From an optimization exercise on the open Yosys and OpenROAD flow, aimed at small area, a short achievable clock period and few clock cycles per item; shortcuts taken in it are not production practice. RTL that was checked went through simulation tests only; none was proved equivalent to the original. Power and IR drop assume default switching activity.

Design text_full_justify_top, start of the top module:
module text_full_justify_top (
	input  wire logic       clk,
	input  wire logic       arst_n,
	input  wire logic       cfg_we,
	input  wire logic [5:0] cfg_wdata,
	input  wire logic       in_valid,
	output logic            in_ready,
	input  wire logic [7:0] in_byte,
	input  wire logic       in_byte_valid,
	input  wire logic       in_word_end,
	input  wire logic       in_text_end,
	output logic            out_valid,
	input  wire logic       out_ready,
	output logic [7:0]      out_byte,
	output logic            out_line_last,
	output logic            out_word_cut
);
Settings: LEC_CHECK=0, ABC_CLOCK_PERIOD_IN_PS=2600, CAP_MARGIN=20, CORE_MARGIN=2, CORE_UTILIZATION=60, SETUP_SLACK_MARGIN=4.4, SLEW_MARGIN=20; clock period 7.0 ns.
run.sh (not shown) runs the stock make flow with config.mk's settings and CLKGATE_MAP_FILE= SYNTH_SCRIPT=/design/flow/synth_recipe.tcl, a recipe that flattens the netlist after the stock synthesis.
Testbench counts at the start, summed over its fixed seeds: cycles 14,959, bytes 14,730.
Then changed:
Settings changed: CTS_CLUSTER_DIAMETER set to 70, CTS_CLUSTER_SIZE set to 24.
The new run went through all stages and came out clean.
Design area goes down by 2.3%.
Combinational power goes up by about 0.9%.
Register-to-register slack loses 40 ps.
First-iteration DRC count stays flat.
Setup slack gains 3.7 ps.
Hold slack gains 11 ps.
Total power goes down by 7.2%.

* * *

Setup of exp/pepper:
Another version of the RTL of text_full_justify_top (not shown whole).
Size in the first run: ~1900 cells after synthesis, roughly 750 flip-flops, ~34 I/O pins.
==> flow/design.v (excerpt) <==
module text_full_justify_top (
	input  wire logic       clk,
	input  wire logic       arst_n,
	input  wire logic       cfg_we,
	input  wire logic [5:0] cfg_wdata,
	input  wire logic       in_valid,
	output logic            in_ready,
	input  wire logic [7:0] in_byte,
	input  wire logic       in_byte_valid,
	input  wire logic       in_word_end,
	input  wire logic       in_text_end,
	output logic            out_valid,
	input  wire logic       out_ready,
	output logic [7:0]      out_byte,
	output logic            out_line_last,
	output logic            out_word_cut
);
	logic [5:0] w_q;
	logic       rdy_q;
	logic       it_v;
	logic [7:0] it_b;
	logic       it_bv;
	logic       it_cl;
	logic       it_te;
	logic [5:0] wlc_q;    
	logic       wfull_q;  
	logic       ovf_q;    
	logic       b_v;
	logic [5:0] b_wl;
	logic       b_ovf;
	logic       b_ne;     
	logic       b_brk;    
	logic       b_tep;    
	logic [5:0] len_q;    
	logic [4:0] n_q;      
	logic       cut_q;
	logic [5:0] rp1_q;    
	logic       le_q;     
	logic       dst_q;
	logic [2:0] dcnt_q;
	logic [4:0] ds_q;
	logic [3:0] dr_q;
	logic       nl_v;
	logic [5:0] nl_len;
	logic       nl_cut;
	logic [4:0] nl_bm1;
	logic [3:0] nl_rem;
	logic       nl_take;
	logic       q_v;
	logic [8:0] q_data;
	logic       rd_take;
	logic [6:0] mc;
	logic       accept;
	logic       in_cl;
	logic       a_stall;
	logic       a_cons;
	logic       store;
	logic [5:0] wlc_new;
	logic       xfer;
	logic       ne_new;
	logic       b_fresh;
	logic [5:0] add_len;
	logic       add_cut;
	logic       div_done;
	logic       b_stall;
	logic       b_proc;
	logic       b_cons;
	logic       b_v_d;
	logic [4:0] t5;
	logic       qbit;
	logic [3:0] gaps;
	logic       it_v_nx;
	logic       cl_nx;
	logic       room;
	logic       wfull_safe;
	assign in_cl  = in_word_end | in_text_end;
	assign accept = in_valid && rdy_q;
	assign in_ready = rdy_q;
  ...
Settings: LEC_CHECK=0, ABC_CLOCK_PERIOD_IN_PS=2600, CAP_MARGIN=20, CORE_MARGIN=2, CORE_UTILIZATION=78, CTS_CLUSTER_DIAMETER=70, CTS_CLUSTER_SIZE=24, SETUP_SLACK_MARGIN=4.5, SLEW_MARGIN=20; clock period 7.0 ns.
Testbench counts of exp/pepper, summed over its fixed seeds: cycles 14,959, bytes 14,730.
Setup changes, exp/pepper to exp/willow
# exp/pepper
export LEC_CHECK = 0
export ABC_CLOCK_PERIOD_IN_PS = 2600
export CAP_MARGIN = 20
export CORE_MARGIN = 2
export CORE_UTILIZATION = 78
export CTS_CLUSTER_DIAMETER = 70
export CTS_CLUSTER_SIZE = 24
export SETUP_SLACK_MARGIN = 4.5
export SLEW_MARGIN = 20
create_clock -name core_clock -period 7.0 [get_ports {clk}]
# exp/willow
export LEC_CHECK = 0
export ABC_CLOCK_PERIOD_IN_PS = 2600
export CAP_MARGIN = 20
export CORE_MARGIN = 2
export CORE_UTILIZATION = 60
export CTS_CLUSTER_DIAMETER = 100
export CTS_CLUSTER_SIZE = 30
export SETUP_SLACK_MARGIN = 4.5
export SLEW_MARGIN = 20
create_clock -name core_clock -period 7.0 [get_ports {clk}]
--- outcome ---
exp/willow vs exp/pepper: part of the total power dissipated in the clock network down
Power: exp/willow draws less than exp/pepper
Post-layout minimum cycle time on exp/willow is down relative to exp/pepper.
Compared with exp/pepper, exp/willow shows a higher share of cell area taken by flip-flops and latches.
Relative to exp/pepper, the switching share of power of exp/willow is lower by 0.48 points.
Taking exp/pepper as the reference, in exp/willow final instance count without filler cells went up about 6%; design area went down 0.49%.
For exp/violet, these inputs were changed with respect to exp/willow:
# exp/willow
export LEC_CHECK = 0
export ABC_CLOCK_PERIOD_IN_PS = 2600
export CAP_MARGIN = 20
export CORE_MARGIN = 2
export CORE_UTILIZATION = 60
export CTS_CLUSTER_DIAMETER = 100
export CTS_CLUSTER_SIZE = 30
export SETUP_SLACK_MARGIN = 4.5
export SLEW_MARGIN = 20
create_clock -name core_clock -period 7.0 [get_ports {clk}]
# exp/violet
export LEC_CHECK = 0
export ABC_AREA = 1
export ABC_CLOCK_PERIOD_IN_PS = 2600
export CAP_MARGIN = 20
export CORE_MARGIN = 2
export CORE_UTILIZATION = 60
export CTS_CLUSTER_DIAMETER = 100
export CTS_CLUSTER_SIZE = 30
export SETUP_SLACK_MARGIN = 4.4
export SLEW_MARGIN = 20
create_clock -name core_clock -period 7.0 [get_ports {clk}]
Findings:
For the post-synthesis share of cell area spent on and, or, nand and nor gates, exp/violet came in 8.6 points higher than exp/willow did. When exp/violet is set beside exp/willow, its count of clock-buffer cells in the layout turns out to be about 4% smaller. Re clock-cell share of area: exp/violet and exp/willow aren't equal, and the higher value belongs to exp/willow. Floorplan die height went up slightly going from exp/willow to exp/violet. A type of the worst setup path of reg -> out is what exp/willow shows, while reg -> reg belongs to exp/violet. exp/violet ended up with met4 as its top metal layer carrying routed signals; exp/willow ended up with met5. Measured against each other, exp/violet and exp/willow differ in path length in cells of the critical path, the higher figure coming from exp/violet. Post-route fraction of the period consumed by the critical path sits higher in exp/violet than in exp/willow.

* * *

run A:
Starting RTL as in the previous note.
Settings: LEC_CHECK=0, ABC_CLOCK_PERIOD_IN_PS=2600, CAP_MARGIN=20, CORE_MARGIN=2, CORE_UTILIZATION=70, CTS_CLUSTER_DIAMETER=70, CTS_CLUSTER_SIZE=24, SETUP_SLACK_MARGIN=4.5, SLEW_MARGIN=20; clock period 7.0 ns.
Run A: done, clean on timing, DRC and antenna
Testbench counts of run A, summed over its fixed seeds: cycles 14,959, bytes 14,730.
Edits applied to the flow inputs when going from run A to run B:
--- a/flow/config.mk
+++ b/flow/config.mk
@@ -9,7 +9,7 @@
 export CAP_MARGIN = 20
 export CORE_MARGIN = 2
-export CORE_UTILIZATION = 70
-export CTS_CLUSTER_DIAMETER = 70
-export CTS_CLUSTER_SIZE = 24
+export CORE_UTILIZATION = 65
+export CTS_CLUSTER_DIAMETER = 85
+export CTS_CLUSTER_SIZE = 27
 export SETUP_SLACK_MARGIN = 4.5
 export SLEW_MARGIN = 20
## What came out
- In run B, aggregate routed wire length is higher than in run A.
- Diff run A -> run B | sequential group share of total power | decrease of 0.2 points
- Run B ended up with a lower utilization than run A did.
- The maximum resistive drop on vdd reported for run B is smaller than that of run A by 0.034 mV.
- On overall power, run A and run B are neck and neck.
- Looking at critical path depth, run B sits 6 higher than run A does.
- Run B vs. run A: via total after detailed routing went down by 1.2%.
- Relative to run A, the worst-margin pin slew of run B is higher by 160 ps.
Relative to run B, the following input files were edited for run C:
--- a/flow/config.mk
+++ b/flow/config.mk
@@ -9,7 +9,8 @@
 export CAP_MARGIN = 20
 export CORE_MARGIN = 2
-export CORE_UTILIZATION = 65
-export CTS_CLUSTER_DIAMETER = 85
-export CTS_CLUSTER_SIZE = 27
+export CORE_UTILIZATION = 60
+export CTS_CLUSTER_DIAMETER = 100
+export CTS_CLUSTER_SIZE = 30
+export PLACE_DENSITY = 0.72
 export SETUP_SLACK_MARGIN = 4.5
 export SLEW_MARGIN = 20
==> comparison <==
Looking at global routing usage on met3, run C sits 4.2 points below run B.
| overall track demand over capacity in global routing | higher: run B |
Against run B, global-route wire length before repair in run C fell by a few percent.
Relative to run B, worst hold slack increased by 4.1 ps in run C.
Diff run C..run B | area after synthesis | unchanged

* * *

Another version of the RTL of text_full_justify_top (not shown whole).
Size in the first run: ~760 flip-flops, ~34 I/O pins, about 32000 µm² of cells after synthesis.
Design text_full_justify_top, start of the top module:
module text_full_justify_top (
	input  wire logic       clk,
	input  wire logic       arst_n,
	input  wire logic       cfg_we,
	input  wire logic [5:0] cfg_wdata,
	input  wire logic       in_valid,
	output logic            in_ready,
	input  wire logic [7:0] in_byte,
	input  wire logic       in_byte_valid,
	input  wire logic       in_word_end,
	input  wire logic       in_text_end,
	output logic            out_valid,
	input  wire logic       out_ready,
	output logic [7:0]      out_byte,
	output logic            out_line_last,
	output logic            out_word_cut
);
==> flow/config.mk <==
export PLATFORM = sky130hd
export DESIGN_NAME = text_full_justify_top
export DESIGN_NICKNAME = text_full_justify_top
export VERILOG_FILES = /design/flow/design.v
export SDC_FILE = /design/flow/constraint.sdc
export NUM_CORES = 4
export LEC_CHECK = 0
export ABC_CLOCK_PERIOD_IN_PS = 2600
export CAP_MARGIN = 20
export CORE_MARGIN = 2
export CORE_UTILIZATION = 60
export SETUP_SLACK_MARGIN = 4.4
export SLEW_MARGIN = 20
==> flow/constraint.sdc <==
create_clock -name core_clock -period 7.0 [get_ports {clk}]
set_input_delay 1.4000 -clock core_clock [delete_from_list [all_inputs] [get_ports {clk}]]
set_output_delay 1.4000 -clock core_clock [all_outputs]
set_load 0.01 [all_outputs]
The starting point passed the timing, DRC and antenna checks.
Edit:
ABC_CLOCK_PERIOD_IN_PS = 3000   (was 2600)
CORE_UTILIZATION = 40   (was 60)
SETUP_SLACK_MARGIN = 4   (was 4.4)
After rerunning: The new run finished with timing, DRC and antenna clean; power came out lower by 3.1%; sequential power barely changes; utilization falls by 24 points; fmax drops by 9.2%; non-clock buffer count fell by 51; global-route usage shrinks by 10 points; worst setup slack degrades by 0.28 ns; first-iteration DRC count drops by 4.5%; cell area goes down by 1.6%; via count drops by 3.1%.
Function was not checked in any run of this note: the RTL went through the layout flow alone.

port drivers added, routing unchanged:
No port has a modelled driver above. Below, the same layouts with a new extraction and two added sets of constraints.
Step 1 assumes that a clkbuf_16 drives the clock port and a buf_2 every other input.
Step 2 adds t to the input delays and takes it off the output delays; t is the mean of the earliest and latest rising clock arrival at the registers after step 1. Input paths then give back, and output paths get back, about the clock's delay inside the block.
Three values: ideal, step 1, step 2; two values: the first two.
run | t (ns) | setup slack, ns | slew at the worst register clock pin (ns) | worst data-port slew with drivers (ns) | cell pins on the clock port's net
the first run of note 1 | 0.676 | 4.358 / 4.298 / 4.183 | 0.07 / 0.07 | 0.06 | 1
the second run of note 1 | 0.666 | 4.361 / 4.295 / 4.175 | 0.09 / 0.09 | 0.06 | 1
exp/pepper | 0.663 | 4.352 / 4.352 / 4.289 | 0.10 / 0.10 | 0.06 | 1
exp/willow | 0.693 | 4.435 / 4.376 / 4.214 | 0.12 / 0.12 | 0.03 | 1
exp/violet | 0.683 | 4.385 / 4.379 / 3.927 | 0.12 / 0.12 | 0.04 | 1
run A | 0.659 | 4.427 / 4.366 / 4.308 | 0.10 / 0.10 | 0.04 | 1
run B | 0.637 | 4.491 / 4.435 / 4.295 | 0.11 / 0.11 | 0.04 | 1
run C | 0.683 | 4.423 / 4.362 / 4.320 | 0.12 / 0.12 | 0.03 | 1
the first run of note 4 | 0.669 | 4.267 / 4.267 / 3.875 | 0.07 / 0.07 | 0.04 | 1
the second run of note 4 | 0.686 | 3.989 / 3.989 / 3.818 | 0.07 / 0.07 | 0.04 | 1
After both steps setup and hold are still met in every run listed. The setup slack of exp/violet, which loses most, moves by -0.006 ns with the drivers and by -0.458 ns with both steps. The worst setup slack also covers recovery checks on asynchronous resets.
